This design comes from an exercise in tuning for small area and a short achievable clock period on the open sky130 flow, not from production work. At most, simulation tests tie the RTL to the original design; equivalence was not proved. Power and IR drop assume default switching activity.

job 4084:
## soccer_overlay
module soccer_overlay #(
    parameter int H_ACTIVE = 1920,
    parameter int V_ACTIVE = 1080
) (
    input  logic             clk_i,
    input  logic             rst_i,
    input  logic             cen_i,
    input  logic             vid_sel_i,
    input  soccer_pkg::rgb_t vid_rgb_i,
    input  logic [1:0]       vh_blank_i,
    input  logic [2:0]       dvh_sync_i,
    output logic [2:0]       dvh_sync_o,
    output soccer_pkg::rgb_t vid_rgb_o
);
Size: ~77 flip-flops, about 60 I/O pins, roughly 5200 um2 of cells after synthesis.
Settings: LEC_CHECK=0, CAP_MARGIN=20, CORE_MARGIN=2, CORE_UTILIZATION=40, SLEW_MARGIN=20; clock period 13.0 ns.
run.sh (not shown) runs the stock make flow with config.mk's settings and CLKGATE_MAP_FILE= SYNTH_SCRIPT=/design/flow/synth_recipe.tcl, a recipe that flattens the netlist after the stock synthesis.
Job 4084 ended with every stage complete and zero timing, DRC or antenna violations.
diff inputs: job 4084 => job 3292
diff --git a/flow/design.v b/flow/design.v
--- a/flow/design.v
+++ b/flow/design.v
@@ -46,39 +46,34 @@
     localparam logic [2:0] C_BALL  = 3'd4;
     localparam logic [2:0] C_SBG   = 3'd5;
     localparam logic [2:0] C_SFG   = 3'd6;
     logic        de_i;
     logic        de_q;
     logic [10:0] nx_q;
     logic [10:0] py_q;
     logic        tick_q;
-    logic        fall_q;
-    logic        row0;
     assign de_i = dvh_sync_i[2];
-    assign row0 = fall_q ? (py_q == 11'd1079) : (py_q == 11'd0);
     always_ff @(posedge clk_i) begin
         if (rst_i) begin
             de_q   <= 1'b0;
             tick_q <= 1'b0;
-            fall_q <= 1'b0;
             nx_q   <= 11'd1;
             py_q <= '0;
         end else begin
-            tick_q <= cen_i & de_i & ~de_q & row0;
-            fall_q <= cen_i & ~de_i & de_q;
-            if (fall_q) begin
-                py_q <= (py_q == 11'd1079) ? 11'd0 : py_q + 1'b1;
-            end
+            tick_q <= cen_i & de_i & ~de_q & (py_q == 11'd0);
             if (cen_i) begin
             de_q <= de_i;
             if (!de_i) begin
                 nx_q <= 11'd1;
             end else if (nx_q[10:7] != 4'b1111) begin
                 nx_q <= nx_q + 1'b1;
+            end
+            if (!de_i && de_q) begin
+                py_q <= (py_q == 11'd1079) ? 11'd0 : py_q + 1'b1;
             end
             end
         end
     end
     logic [3:0] ph_q;
     logic       odd_q;
     logic [3:0] half_q;
     logic [9:0] bc_q;
Between job 3292 and job 4084, share of final layout cell area taken by non-clock buffers is higher for job 3292, job 4084 comes in under that. ~same cell count in job 3292 and job 4084. Summary of the comparison: synthesis-to-finish area growth is higher in job 3292, relative to job 4084. Job 4084 has higher via total after detailed routing than job 3292. Diff job 4084 -> job 3292: total number of sequential cells fell by 1, time the final worst path needs with I/O delays and setup rose by 0.19 ns.
Function not checked in job 3292: the RTL went through the layout flow alone.

The RTL this note starts from:
==> flow/design.v <==
package soccer_pkg;
    typedef logic [23:0] rgb_t;
    typedef enum logic [1:0] {
        MATCH_KICKOFF = 2'd0,
        MATCH_PLAY    = 2'd1,
        MATCH_GOAL    = 2'd2
    } match_state_t;
    localparam int COORD_W = 12;
    localparam rgb_t SKY_BG     = 24'h070A12;
    localparam rgb_t GRASS_A    = 24'h0A5C1F;
    localparam rgb_t GRASS_B    = 24'h0D6A26;
    localparam rgb_t LINE_WHITE = 24'hF5F7FF;
    localparam rgb_t BALL_WHITE = 24'hF7F7F7;
    localparam rgb_t SCORE_BG   = 24'h0E1016;
    localparam rgb_t SCORE_FG   = 24'hECEFF4;
    localparam int PITCH_MARGIN = 16;
    localparam int BALL_R       = 4;
    localparam int GOAL_HALF    = 12;
    localparam int STRIPE_SHIFT = 3;
    localparam int DIGIT_SCALE  = 2;
    localparam int SB_LEFT      = 8;
    localparam int SB_GAP       = 3;
    localparam int SERVE_SPEED    = 2;
    localparam int KICKOFF_FRAMES = 4;
    localparam int GOAL_FRAMES    = 8;
endpackage
`timescale 1ns/1ps
module soccer_overlay #(
    parameter int H_ACTIVE = 1920,
    parameter int V_ACTIVE = 1080
) (
    input  logic             clk_i,
    input  logic             rst_i,
    input  logic             cen_i,
    input  logic             vid_sel_i,
    input  soccer_pkg::rgb_t vid_rgb_i,
    input  logic [1:0]       vh_blank_i,
    input  logic [2:0]       dvh_sync_i,
    output logic [2:0]       dvh_sync_o,
    output soccer_pkg::rgb_t vid_rgb_o
);
    localparam logic [2:0] C_SKY   = 3'd0;
    localparam logic [2:0] C_GRA   = 3'd1;
    localparam logic [2:0] C_GRB   = 3'd2;
    localparam logic [2:0] C_LINE  = 3'd3;
    localparam logic [2:0] C_BALL  = 3'd4;
    localparam logic [2:0] C_SBG   = 3'd5;
    localparam logic [2:0] C_SFG   = 3'd6;
    logic        de_i;
    logic        de_q;
    logic [10:0] nx_q;
    logic [10:0] py_q;
    logic        tick_q;
    logic        fall_q;
    logic        row0;
    assign de_i = dvh_sync_i[2];
    assign row0 = fall_q ? (py_q == 11'd1079) : (py_q == 11'd0);
    always_ff @(posedge clk_i) begin
        if (rst_i) begin
            de_q   <= 1'b0;
            tick_q <= 1'b0;
            fall_q <= 1'b0;
            nx_q   <= 11'd1;
            py_q <= '0;
        end else begin
            tick_q <= cen_i & de_i & ~de_q & row0;
            fall_q <= cen_i & ~de_i & de_q;
            if (fall_q) begin
                py_q <= (py_q == 11'd1079) ? 11'd0 : py_q + 1'b1;
            end
            if (cen_i) begin
            de_q <= de_i;
            if (!de_i) begin
                nx_q <= 11'd1;
            end else if (nx_q[10:7] != 4'b1111) begin
                nx_q <= nx_q + 1'b1;
            end
            end
        end
    end
    logic [3:0] ph_q;
    logic       odd_q;
    logic [3:0] half_q;
    logic [9:0] bc_q;
    logic [9:0] bc_next;
    logic       goal;
    assign bc_next = odd_q ? bc_q - 1'b1 : bc_q + 1'b1;
    assign goal    = odd_q ? (bc_q == 10'd8) : (bc_q == 10'd946);
    always_ff @(posedge clk_i) begin
        if (rst_i) begin
            ph_q   <= '0;
            odd_q  <= 1'b0;
            half_q <= '0;
            bc_q   <= 10'd477;
        end else if (tick_q) begin
            if (ph_q == 4'd4) begin
                bc_q <= bc_next;
                if (goal) begin
                    ph_q  <= 4'd8;
                    odd_q <= ~odd_q;
                    if (odd_q && half_q != 4'd9) begin
                        half_q <= half_q + 1'b1;
                    end
                end
            end else begin
                ph_q <= ph_q + 1'b1;
                if (ph_q == 4'd3) begin
                    bc_q <= bc_next;
                end
                if (ph_q == 4'd15) begin
                    bc_q <= 10'd477;
                end
            end
        end
    end
    function automatic logic [14:0] glyph(input logic [3:0] d);
        case (d)
            4'd0:    glyph = 15'b111_101_101_101_111;
            4'd1:    glyph = 15'b010_110_010_010_111;
            4'd2:    glyph = 15'b111_001_111_100_111;
            4'd3:    glyph = 15'b111_001_111_001_111;
            4'd4:    glyph = 15'b101_101_111_001_001;
            4'd5:    glyph = 15'b111_100_111_001_111;
            4'd6:    glyph = 15'b111_100_111_101_111;
            4'd7:    glyph = 15'b111_001_001_001_001;
            4'd8:    glyph = 15'b111_101_111_101_111;
            4'd9:    glyph = 15'b111_101_111_001_111;
            default: glyph = 15'b000_000_000_000_000;
        endcase
    endfunction
    logic [10:0] x;
    logic [10:0] y;
    logic        x_lo;
    logic        in_pitch;
    logic        on_line;
    logic        in_board;
    logic        ball_row;
    logic [2:0]  ball_r;
    logic        on_ball;
    logic [2:0]  dk;
    logic        dig_a_x;
    logic        dig_b_x;
    logic        dig_y;
    logic [1:0]  gcol;
    logic [2:0]  grow_bits;
    logic        gpix;
    logic [3:0]  digit;
    logic [14:0] gbits;
    logic        lit;
    logic [2:0]  scene;
    always_comb begin
        x = nx_q;
        y = py_q;
        x_lo     = (x[10:6] == 5'd0);
        in_pitch = (x >= 11'd16) && (x <= 11'd1903) && (y >= 11'd16) && (y <= 11'd1063);
        on_line  = (x <= 11'd17) || (x >= 11'd1902) || (y <= 11'd17) || (y >= 11'd1062) ||
                   (x == 11'd959) || (x == 11'd960);
        in_board = x_lo && (x[5:0] >= 6'd8) && (x[5:0] <= 6'd33) &&
                   (y >= 11'd1067) && (y <= 11'd1078);
        ball_row = (y >= 11'd536) && (y <= 11'd544);
        case (y[3:0])
            4'd12:   ball_r = 3'd4;    
            4'd10,
            4'd11,
            4'd13,
            4'd14:   ball_r = 3'd3;
            4'd9,
            4'd15:   ball_r = 3'd2;
            default: ball_r = 3'd0;    
        endcase
        dk = 3'(x[3:1] - bc_q[2:0] - 3'd1);
        case (ball_r)
            3'd4:    on_ball = (dk <= 3'd3) || (dk == 3'd4 && !x[0]);
            3'd3:    on_ball = (dk <= 3'd3) && !(dk == 3'd0 && !x[0]);
            3'd2:    on_ball = (dk >= 3'd1) && (dk <= 3'd3) && !(dk == 3'd3 && x[0]);
            default: on_ball = (dk == 3'd2) && !x[0];
        endcase
        on_ball = on_ball && ball_row && win_q;
        dig_y   = (y >= 11'd1068) && (y <= 11'd1077);
        dig_a_x = x_lo && (x[5:0] >= 6'd12) && (x[5:0] <= 6'd17);
        dig_b_x = x_lo && (x[5:0] >= 6'd24) && (x[5:0] <= 6'd29);
        gcol    = dig_a_x ? 2'(x[2:1] + 2'd2) : x[2:1];
        digit   = (dig_a_x && odd_q && half_q != 4'd9) ? half_q + 1'b1 : half_q;
        gbits   = glyph(digit);
        case (y[4:1])
            4'd6:    grow_bits = gbits[14:12];
            4'd7:    grow_bits = gbits[11:9];
            4'd8:    grow_bits = gbits[8:6];
            4'd9:    grow_bits = gbits[5:3];
            default: grow_bits = gbits[2:0];
        endcase
        case (gcol)
            2'd0:    gpix = grow_bits[2];
            2'd1:    gpix = grow_bits[1];
            default: gpix = grow_bits[0];
        endcase
        lit     = (dig_a_x || dig_b_x) && dig_y && gpix;
        scene = C_SKY;
        if (in_pitch) begin
            scene = x[3] ? C_GRB : C_GRA;
            if (on_line) begin
                scene = C_LINE;
            end
        end
        if (on_ball) begin
            scene = C_BALL;
        end
        if (in_board) begin
            scene = lit ? C_SFG : C_SBG;
        end
    end
    logic win_q;
    always_ff @(posedge clk_i) begin
        if (cen_i) begin
            if (!de_i) begin
                win_q <= 1'b0;
            end else if (win_q) begin
                win_q <= (dk != 3'd5);
            end else begin
                win_q <= (nx_q == {bc_q, 1'b1});
            end
        end
    end
    logic [2:0] code_q;
    always_ff @(posedge clk_i) begin
        if (rst_i) begin
            code_q <= C_SKY;
        end else if (cen_i) begin
            code_q <= de_i ? scene : C_SKY;
        end
    end
    soccer_pkg::rgb_t colour;
    always_comb begin
        case (code_q)
            C_GRA:   colour = soccer_pkg::GRASS_A;
            C_GRB:   colour = soccer_pkg::GRASS_B;
            C_LINE:  colour = soccer_pkg::LINE_WHITE;
            C_BALL:  colour = soccer_pkg::BALL_WHITE;
            C_SBG:   colour = soccer_pkg::SCORE_BG;
            C_SFG:   colour = soccer_pkg::SCORE_FG;
            default: colour = soccer_pkg::SKY_BG;
        endcase
    end
    always_ff @(posedge clk_i) begin
        if (rst_i) begin
            vid_rgb_o  <= soccer_pkg::SKY_BG;
            dvh_sync_o <= 3'b000;
        end else if (cen_i) begin
            vid_rgb_o  <= (vid_sel_i && de_i) ? colour : vid_rgb_i;
            dvh_sync_o <= dvh_sync_i;
        end
    end
endmodule
==> flow/config.mk <==
export PLATFORM = sky130hd
export DESIGN_NAME = soccer_overlay
export DESIGN_NICKNAME = soccer_overlay
export VERILOG_FILES = /design/flow/design.v
export SDC_FILE = /design/flow/constraint.sdc
export NUM_CORES = 4
export LEC_CHECK = 0
export CAP_MARGIN = 20
export CORE_MARGIN = 2
export CORE_UTILIZATION = 65
export CTS_BUF_LIST = sky130_fd_sc_hd__clkbuf_8
export SLEW_MARGIN = 20
==> flow/constraint.sdc <==
create_clock -name core_clock -period 13.0 [get_ports {clk_i}]
set_input_delay 2.6000 -clock core_clock [delete_from_list [all_inputs] [get_ports {clk_i}]]
set_output_delay 2.6000 -clock core_clock [all_outputs]
set_load 0.01 [all_outputs]
standard.sh (not shown) runs the stock make flow with config.mk's settings and CLKGATE_MAP_FILE= SYNTH_SCRIPT=/design/flow/synth_recipe.tcl, a recipe that flattens the netlist after the stock synthesis.
==> flow/flow/run.sh <==
#!/bin/bash
# The standard synthesis and layout, with three changes to how the layout
# is made: after the floorplan, OpenROAD's restructure re-maps the
# combinational logic for area (registers untouched); the ports get plain
# buffers instead of delay cells; and timing repair aims for 9.45 ns of
# setup slack. Each tool's output goes to a log file here.
set -euo pipefail
export BUFFER_PORTS_ARGS="-buffer_cell sky130_fd_sc_hd__buf_2"
export SETUP_SLACK_MARGIN=9.45
bash standard.sh synth > synth.log 2>&1
bash standard.sh floorplan > floorplan.log 2>&1
python3 flow/libfilter.py $FLOW_HOME/platforms/sky130hd/lib/sky130_fd_sc_hd__tt_025C_1v80.lib \
  rmp_cells.lib 'sky130_fd_sc_hd__lpflow_*' 'sky130_fd_sc_hd__probe*' > libfilter.log 2>&1
openroad -no_init -exit flow/restructure.tcl > restructure.log 2>&1
bash standard.sh > layout.log 2>&1
==> flow/flow/libfilter.py <==
#!/usr/bin/env python3
"""Copy a liberty file without the cells whose names match the given patterns
(the platform's don't-use cells), so that restructure's ABC cannot pick them."""
import fnmatch
import re
import sys

src, dst, pats = sys.argv[1], sys.argv[2], sys.argv[3:]
text = open(src).read()
out = []
pos = 0
for m in re.finditer(r'\n\s*cell\s*\(\s*"?([\w]+)"?\s*\)\s*\{', text):
    if m.start() < pos:
        continue
    name = m.group(1)
    if not any(fnmatch.fnmatch(name, p) for p in pats):
        continue
    # find the matching closing brace of this cell group
    depth = 0
    i = m.end() - 1
    while True:
        c = text[i]
        if c == '{':
            depth += 1
        elif c == '}':
            depth -= 1
            if depth == 0:
                break
        i += 1
    out.append(text[pos:m.start()])
    pos = i + 1
out.append(text[pos:])
open(dst, 'w').write(''.join(out))
==> flow/flow/restructure.tcl <==
# Re-map the floorplan's combinational logic for area with OpenROAD's
# restructure (ABC), then write the floorplan back for placement. ABC maps
# to rmp_cells.lib, the platform library without its don't-use cells.
set res orfs/results/sky130hd/soccer_overlay/base
read_liberty $::env(FLOW_HOME)/platforms/sky130hd/lib/sky130_fd_sc_hd__tt_025C_1v80.lib
read_db $res/2_floorplan.odb
read_sdc $res/2_floorplan.sdc
source $::env(FLOW_HOME)/platforms/sky130hd/setRC.tcl
report_design_area
file mkdir rmp
restructure -target area -liberty_file rmp_cells.lib \
  -tielo_port sky130_fd_sc_hd__conb_1/LO -tiehi_port sky130_fd_sc_hd__conb_1/HI \
  -work_dir rmp -abc_logfile rmp/abc.log
report_design_area
write_db $res/2_floorplan.odb
The starting point completed without violations.
Rerun with:
--- a/flow/design.v
+++ b/flow/design.v
@@ -136,9 +136,8 @@
     logic        in_board;
     logic        ball_row;
     logic [2:0]  ball_r;
     logic        on_ball;
-    logic [2:0]  dk;
     logic        dig_a_x;
     logic        dig_b_x;
     logic        dig_y;
     logic [1:0]  gcol;
@@ -167,16 +166,15 @@
             4'd9,
             4'd15:   ball_r = 3'd2;
             default: ball_r = 3'd0;    
         endcase
-        dk = 3'(x[3:1] - bc_q[2:0] - 3'd1);
         case (ball_r)
-            3'd4:    on_ball = (dk <= 3'd3) || (dk == 3'd4 && !x[0]);
-            3'd3:    on_ball = (dk <= 3'd3) && !(dk == 3'd0 && !x[0]);
-            3'd2:    on_ball = (dk >= 3'd1) && (dk <= 3'd3) && !(dk == 3'd3 && x[0]);
-            default: on_ball = (dk == 3'd2) && !x[0];
-        endcase
-        on_ball = on_ball && ball_row && win_q;
+            3'd4:    on_ball = (wq_q != 4'd0);
+            3'd3:    on_ball = (wq_q >= 4'd2) && (wq_q <= 4'd8);
+            3'd2:    on_ball = (wq_q >= 4'd3) && (wq_q <= 4'd7);
+            default: on_ball = (wq_q == 4'd5);
+        endcase
+        on_ball = on_ball && ball_row;
         dig_y   = (y >= 11'd1068) && (y <= 11'd1077);
         dig_a_x = x_lo && (x[5:0] >= 6'd12) && (x[5:0] <= 6'd17);
         dig_b_x = x_lo && (x[5:0] >= 6'd24) && (x[5:0] <= 6'd29);
         gcol    = dig_a_x ? 2'(x[2:1] + 2'd2) : x[2:1];
@@ -208,17 +206,19 @@
         if (in_board) begin
             scene = lit ? C_SFG : C_SBG;
         end
     end
-    logic win_q;
-    always_ff @(posedge clk_i) begin
-        if (cen_i) begin
+    logic [3:0] wq_q;
+    always_ff @(posedge clk_i) begin
+        if (rst_i) begin
+            wq_q <= '0;
+        end else if (cen_i) begin
             if (!de_i) begin
-                win_q <= 1'b0;
-            end else if (win_q) begin
-                win_q <= (dk != 3'd5);
-            end else begin
-                win_q <= (nx_q == {bc_q, 1'b1});
+                wq_q <= '0;
+            end else if (wq_q != 4'd0) begin
+                wq_q <= (wq_q == 4'd9) ? 4'd0 : wq_q + 1'b1;
+            end else if (nx_q == {bc_q, 1'b1}) begin
+                wq_q <= 4'd1;
             end
         end
     end
     logic [2:0] code_q;
After rerunning:
- area after synthesis rose by about 0.9%
- synthesized cell count rose by about 1%
- worst setup slack is better by 0.49 ns
- critical path depth rose by 3
- total power fell by about 1.7%
- sequential cell count rose by 3
- routed wire length rose by 4.4%
- non-clock buffer count rose by 1
- die area rose by 0.90%
- via count rose by 2.8%
- worst hold slack is worse by 0.011 ns
- global-route usage rose by 0.57 points
No functional check of the RTL was part of the first run of this note.

==> what the ideal ports hide <==
How much do the figures lean on ideal ports? The routed layouts below were timed once more, with nothing changed but the port constraints. Step 1 sets driving cells, clkbuf_16 on the clock port and buf_2 on the other inputs (assumed; they add their load-dependent delay and slew). Step 2 adds t to the input delays and takes it off the output delays; t is the mean of the earliest and latest rising clock arrival at the registers after step 1. Input paths then give back, and output paths get back, about the clock's delay inside the block. Slacks: no drivers / after step 1 / after step 2; pairs: no drivers / after step 1.
run	t, ns	setup slack, ns	worst setup path after step 2	cell pins on the clock port's net
job 4084	0.382	8.216 / 8.229 / 7.847	input to register	1
job 3292	0.383	8.028 / 8.045 / 7.662	input to register	1
the first run of note 2	0.371	8.904 / 8.813 / 8.442	input to register	1
the second run of note 2	0.385	9.392 / 9.288 / 8.903	input to register	1
After both steps setup and hold are still met in every run listed. For the second run of note 2, which loses most, drivers alone change the setup slack by -0.104 ns; drivers and shift together by -0.489 ns.
